Context: an optimization exercise on an open-source flow, tuned for small area and few clock cycles per item. The choices shown serve that exercise and are no tape-out recipe.
In this exercise RTL edits were held to simulation tests only and were not proved equivalent to the original.

<file path="flow/config.mk">
export PLATFORM = sky130hd
export DESIGN_NAME = cordic_pipe
export DESIGN_NICKNAME = cordic_pipe
export VERILOG_FILES = /design/flow/design.v
export SDC_FILE = /design/flow/constraint.sdc
export NUM_CORES = 4
export LEC_CHECK = 0
export CAP_MARGIN = 20
export CORE_MARGIN = 2
export CORE_UTILIZATION = 40
export SLEW_MARGIN = 20
</file>
<file path="flow/constraint.sdc">
create_clock -name core_clock -period 5.0 [get_ports {i_clk}]
set_input_delay 1.0000 -clock core_clock [delete_from_list [all_inputs] [get_ports {i_clk}]]
set_output_delay 1.0000 -clock core_clock [all_outputs]
set_load 0.01 [all_outputs]
</file>
<file path="flow/design.v">
module cordic_pipe #(
    parameter int unsigned DATA_WIDTH  = 16,
    parameter int unsigned ANGLE_WIDTH = 32,
    parameter int unsigned ITERATIONS  = 16,
    parameter int unsigned GUARD_BITS  = 2,
    parameter int unsigned TAG_WIDTH   = 8
) (
    input  logic                    i_clk,
    input  logic                    i_resetn,
    input  logic                    i_valid,
    output logic                    o_inReady,
    input  logic                    i_mode,
    input  logic [DATA_WIDTH-1:0]   i_xIn,
    input  logic [DATA_WIDTH-1:0]   i_yIn,
    input  logic [ANGLE_WIDTH-1:0]  i_angle,
    input  logic [TAG_WIDTH-1:0]    i_tag,
    output logic                    o_valid,
    input  logic                    i_outReady,
    output logic [DATA_WIDTH+1:0]   o_xOut,
    output logic [DATA_WIDTH+1:0]   o_yOut,
    output logic [ANGLE_WIDTH-1:0]  o_zOut,
    output logic [TAG_WIDTH-1:0]    o_tag,
    output logic                    o_mode
);
    localparam int unsigned W  = DATA_WIDTH + 2 + GUARD_BITS;
    localparam int unsigned OW = DATA_WIDTH + 2;
    localparam int unsigned AW = ANGLE_WIDTH;
    localparam int unsigned N  = ITERATIONS;
    localparam logic [AW-1:0] QUARTER = {2'b01, {(AW-2){1'b0}}};
    function automatic logic [AW-1:0] atan_entry(input int unsigned i);
        logic [31:0] a;
        case (i)
            0: a = 32'h20000000;
            1: a = 32'h12e4051e;
            2: a = 32'h09fb385b;
            3: a = 32'h051111d4;
            4: a = 32'h028b0d43;
            5: a = 32'h0145d7e1;
            6: a = 32'h00a2f61e;
            7: a = 32'h00517c55;
            8: a = 32'h0028be53;
            9: a = 32'h00145f2f;
            10: a = 32'h000a2f98;
            11: a = 32'h000517cc;
            12: a = 32'h00028be6;
            13: a = 32'h000145f3;
            14: a = 32'h0000a2fa;
            15: a = 32'h0000517d;
            16: a = 32'h000028be;
            17: a = 32'h0000145f;
            18: a = 32'h00000a30;
            19: a = 32'h00000518;
            20: a = 32'h0000028c;
            21: a = 32'h00000146;
            22: a = 32'h000000a3;
            23: a = 32'h00000051;
            24: a = 32'h00000029;
            25: a = 32'h00000014;
            26: a = 32'h0000000a;
            27: a = 32'h00000005;
            28: a = 32'h00000003;
            29: a = 32'h00000001;
            30: a = 32'h00000001;
            default: a = 32'h00000000;
        endcase
        atan_entry = a[AW-1:0];
    endfunction
    logic                en;
    logic signed [W-1:0] x_ext, y_ext;
    logic signed [W-1:0] pre_x, pre_y;
    logic [AW-1:0]       pre_z;
    logic signed [W-1:0]  x_q [0:N];
    logic signed [W-1:0]  y_q [0:N];
    logic [AW-1:0]        z_q [0:N];
    logic [TAG_WIDTH-1:0] t_q [0:N];
    logic [N:0]           v_q;
    logic [N:0]           m_q;
    logic signed [W-1:0]  x_d [1:N];
    logic signed [W-1:0]  y_d [1:N];
    logic [AW-1:0]        z_d [1:N];
    assign en        = i_outReady | ~o_valid;
    assign o_inReady = en;
    assign x_ext = {{(W-DATA_WIDTH){i_xIn[DATA_WIDTH-1]}}, i_xIn} << GUARD_BITS;
    assign y_ext = {{(W-DATA_WIDTH){i_yIn[DATA_WIDTH-1]}}, i_yIn} << GUARD_BITS;
    always_comb begin
        pre_x = x_ext;
        pre_y = y_ext;
        pre_z = i_angle;
        if (i_mode) begin
            pre_z = '0;
            if (x_ext[W-1]) begin
                if (!y_ext[W-1]) begin
                    pre_x = y_ext;
                    pre_y = -x_ext;
                    pre_z = QUARTER;
                end else begin
                    pre_x = -y_ext;
                    pre_y = x_ext;
                    pre_z = -QUARTER;
                end
            end
        end else begin
            case (i_angle[AW-1 -: 2])
                2'b01: begin
                    pre_x = -y_ext;
                    pre_y = x_ext;
                    pre_z = i_angle - QUARTER;
                end
                2'b10: begin
                    pre_x = y_ext;
                    pre_y = -x_ext;
                    pre_z = i_angle + QUARTER;
                end
                default: ;
            endcase
        end
    end
    for (genvar i = 0; i < N; i++) begin : g_stage
        localparam logic [AW-1:0] ATAN_I = atan_entry(i);
        logic                d_pos;
        logic signed [W-1:0] x_sh, y_sh;
        assign d_pos     = m_q[i] ? y_q[i][W-1] : ~z_q[i][AW-1];
        assign x_sh      = x_q[i] >>> i;
        assign y_sh      = y_q[i] >>> i;
        assign x_d[i+1]  = d_pos ? x_q[i] - y_sh : x_q[i] + y_sh;
        assign y_d[i+1]  = d_pos ? y_q[i] + x_sh : y_q[i] - x_sh;
        assign z_d[i+1]  = d_pos ? z_q[i] - ATAN_I : z_q[i] + ATAN_I;
    end
    always_ff @(posedge i_clk or negedge i_resetn) begin
        if (!i_resetn) begin
            v_q <= '0;
            m_q <= '0;
            for (int unsigned k = 0; k <= N; k++) begin
                x_q[k] <= '0;
                y_q[k] <= '0;
                z_q[k] <= '0;
                t_q[k] <= '0;
            end
            o_valid <= 1'b0;
            o_xOut  <= '0;
            o_yOut  <= '0;
            o_zOut  <= '0;
            o_tag   <= '0;
            o_mode  <= 1'b0;
        end else if (en) begin
            v_q    <= {v_q[N-1:0], i_valid};
            m_q    <= {m_q[N-1:0], i_mode};
            x_q[0] <= pre_x;
            y_q[0] <= pre_y;
            z_q[0] <= pre_z;
            t_q[0] <= i_tag;
            for (int unsigned k = 1; k <= N; k++) begin
                x_q[k] <= x_d[k];
                y_q[k] <= y_d[k];
                z_q[k] <= z_d[k];
                t_q[k] <= t_q[k-1];
            end
            o_valid <= v_q[N];
            o_xOut  <= OW'(x_q[N] >>> GUARD_BITS);
            o_yOut  <= OW'(y_q[N] >>> GUARD_BITS);
            o_zOut  <= z_q[N];
            o_tag   <= t_q[N];
            o_mode  <= m_q[N];
        end
    end
endmodule
</file>
<file path="flow/run.sh">
#!/bin/bash
# synth_recipe.tcl (not shown) runs the flow's synth.tcl, then flattens the netlist and writes it again
# the make line also repeats each setting of config.mk as NAME=value (left out here)
make -C /OpenROAD-flow-scripts/flow DESIGN_CONFIG=/design/flow/config.mk WORK_HOME=/design/flow/orfs CLKGATE_MAP_FILE= SYNTH_SCRIPT=/design/flow/synth_recipe.tcl finish
</file>
==> run summary <==
## final timing paths
| kind | from | end | slack [ps] | depth (start not counted) |
|---|---|---|---|---|
| max in group asynchronous | i_resetn | x_q[4][6]$_DFFE_PN0P_ | 3530 | 2 |
| min reg2reg | x_q[16][10]$_DFFE_PN0P_ | o_xOut[8]$_DFFE_PN0P_ | 440 | 2 |
| max | y_q[14][19]$_DFFE_PN0P_ | x_q[15][17]$_DFFE_PN0P_ | 240 | 16 |
| min in group core_clock | x_q[16][10]$_DFFE_PN0P_ | o_xOut[8]$_DFFE_PN0P_ | 440 | 2 |
| max reg2reg | y_q[14][19]$_DFFE_PN0P_ | x_q[15][17]$_DFFE_PN0P_ | 240 | 16 |
| min | i_resetn | z_q[14][9]$_DFFE_PN0P_ | 80 | 1 |
## flip-flops by register name (all words and copies together) (netlist names), 18 cells and up
register,flops
y_q,333
o_zOut,32
o_xOut,18
o_yOut,18
x_q,331
t_q,136
z_q,544
## timing repair
action,in CTS,in global routing
setup buffers,0,3
setup endpoints to repair,0,4
gates resized for setup,0,2
hold endpoints to repair,0,0
## critical path, stage by stage, from the launching register on
cell	delay [ps]
dfrtp_1	560
inv_1	300
a21oi_2	400
clkinvlp_2	620
o21ai_0	290
xor2_1	180
ha_1	260
inv_1	70
a21oi_1	60
o21ai_1	170
a21oi_1	130
a311o_1	440
a41o_1	300
or4_1	400
a31oi_1	200
xor2_1	160
o21ai_1	70
## layout make-up
cell class,count,area [µm²]
Timing Repair Buffer,317,3139
Clock buffer,247,5199
Antenna cell,10,25.02
Timing Repair inverter,1,5.005
Fill cell,27547,151300
Multi-Input combinational cell,11047,70600
Tap cell,3686,4612
Inverter,440,1663
Sequential cell,1456,36430
Clock inverter,78,1081
## cell usage after synthesis (49+ instances only)
cell type	number
nand2_1	2162
a21oi_1	1470
dfrtp_1	1456
nor2_1	1259
ha_1	1133
o21ai_0	864
xnor2_1	696
xor2_1	544
clkbuf_1	459
a21o_1	443
inv_1	431
nor3_1	228
nand3_1	193
nand2b_1	184
o21bai_1	172
o31ai_1	141
nor2b_1	138
o21ai_1	131
o21a_1	116
a31oi_1	108
a211oi_1	91
or3_1	78
and3_1	73
nand4_1	63
o211ai_1	49
## layer usage
| layer | track usage, % | share of wire [%] | up-vias |
|---|---|---|---|
| li1 | - | - | 47248 |
| met1 | 25.89 | 46 | 42266 |
| met2 | 34.94 | 48 | 1291 |
| met3 | 2.020 | 3.0 | 420 |
| met4 | 6.609 | 3.4 | 0 |
| met5 | 0 | 0 | - |
## kinds of logic after synthesis
logic type | Yosys count | synth area share (%)
XOR/XNOR | 1240 | 9.836
buffers and inverters | 932 | 3.171
AO/OA/AOI/OAI | 3978 | 21.84
adder cells (fa/ha/maj) | 1177 | 13.64
flip-flops | 1456 | 33.00
AND/OR/NAND/NOR | 4599 | 18.01
multiplexers | 53 | 0.5042
## per-stage QoR
| stage | instance area [µm²] | worst slack [ps] | util (%) | hold slack, ps |
|---|---|---|---|---|
| 2_1_floorplan | 110400 | 164.7 | - | 430.0 |
| 3_3_place_gp | 116400 | 257.7 | 42.47 | 446.1 |
| 3_5_place_dp | 116400 | 276.0 | 42.47 | 454.7 |
| 4_1_cts | 122700 | 231.1 | 44.77 | 82.63 |
| 5_1_grt | 122800 | 57.71 | 44.79 | 98.91 |
| 6_report | 122800 | 239.1 | 44.79 | 78.33 |
==> results.py <==
metrics = {
    "floorplanning": {
        "ios": 156,
        "die_w_um": 529.4,
        "initial_core_util_pct": 40.28,
        "fp.coreArea_um2": 274100,
        "die_area_um2": 280300,
        "rows": 192,
        "dieHeight_um": 529.4,
    },
    "final_layout": {
        "final_cells": 17282,
        "layout_common_cells": "2,162 x nand2_1, 1,461 x a21oi_1, 1,456 x dfrtp_1, 1,259 x nor2_1, 1,133 x ha_1",
        "drive_above_1_share_pct": 4.262,
        "layout_commonest_cell": "nand2_1",
        "nNetsFinal": 14699,
        "synthToLayoutAreaGrowth_pct": 11.18,
    },
    "place": {
        "post-dp-hpwl_um": 215500,
        "dp_cells": 16943,
        "gp_congestion": 0.9016,
        "port_buffers": 155,
    },
    "route": {
        "routedWlPerCell_um": 16.52,
        "drc": 0,
        "ant_nets": 0,
        "drt-total-wl_um": 285400,
        "vias": 91225,
        "drt-pass1-iter-count": 6,
        "drt_iter0_markers": 5084,
        "viasPerCell": 5.279,
    },
    "grt": {
        "grt_util_all_layers_pct": 20.08,
        "first_global_vias": 87950,
        "grt_max_degree": 215,
        "overflow": 0,
        "grt_pass1_wl_um": 468100,
        "antenna_found_initial": 9,
    },
    "logic_synthesis": {
        "synth-edff-count": 0,
        "synth.top_cell.area_share_pct": 33.00,
        "ys_types": 99,
        "ys_seq_elements": 1456,
        "yosysWarnings": 8,
        "synth_top_cell_by_area": "dfrtp_1",
        "postSynthCellCount": 13435,
        "ys_top_cells_by_area": "dfrtp_1 33%, ha_1 13%, nand2_1 7.3%, a21oi_1 6.7%, xnor2_1 5.5%",
        "synth_async_sr_flop_share_pct": 100.0,
        "syn_area_um2": 110400,
        "syn_nets": 14689,
        "synth_area_per_cell_um2": 8.219,
        "yosysSeqAreaShare_pct": 33.00,
        "synthFlopType": "dfrtp_1",
    },
    "clocking": {
        "ctsHoldBuffers": 0,
        "cts_tree": "done",
        "cts_buffer_depth": 4,
        "cts_buffers": 182,
        "cts.clk_slew.worst_paths_ps": 60,
        "insertion_delay_ps": 860,
        "ctsHtreeMaxLevel": 4,
        "cts-root-buf": "clkbuf_16",
        "cts_sinks": 1456,
    },
    "setup_path": {
        "worstPathArrival_ps": 5450,
        "end_kind": "flip-flop",
        "criticalPathCategory": "reg2reg",
        "crit_path_start_kind": "flip-flop",
        "critPathMaxFanout": 14,
        "required_ps": 5690,
    },
    "timing": {
        "relSlewSlack_pct": 19.42,
        "max_clock_freq_ghz": 0.2100,
        "fin_crit_sh_pct": 95.22,
        "hold_viol": 0,
        "final_max_slew_viol_count": 0,
        "setup_tns_ps": 0,
        "fin_skew_ps": 66.93,
        "finalSetupViolations": 0,
        "rsz0062_at_grt": "false",
        "tightest_slew_ps": 1196,
        "period_needed_ps": 4761,
    },
    "run_status": {
        "status": "timing/DRC/antenna clean",
    },
    "worst_hold_path": {
        "hold_class": "in2async",
    },
    "flow_run": {
        "maxCapViolCount": 0,
    },
}
Testbench counts, summed over its fixed seeds: cycles 8,144, items 8,000.

-- what the ideal ports hide --
The flow's constraints put no driver on any port. The routed layout listed below was extracted and timed again, unchanged, in two steps.
Step 1, drivers: a clkbuf_16 drives i_clk and a buf_2 each remaining input, both assumed.
Step 2 adds t to the input delays and takes it off the output delays; t is the mean of the earliest and latest rising clock arrival at the registers after step 1. Input paths then give back, and output paths get back, about the clock's delay inside the block.
a / b / c = ideal ports / drivers / drivers and shift; a / b = the first two.
t (ns): 0.933
setup slack, ns: 0.239 / 0.239 / 0.239
hold slack, ns: 0.078 / 0.060 / 0.445
clock arrival spread, ns: 0.067 / 0.067
worst slew at a driven data input, ns: 0.13
After both steps this run still meets setup and hold. The setup slack of this run moves by 0.000 ns with the drivers and by 0.000 ns with both steps.
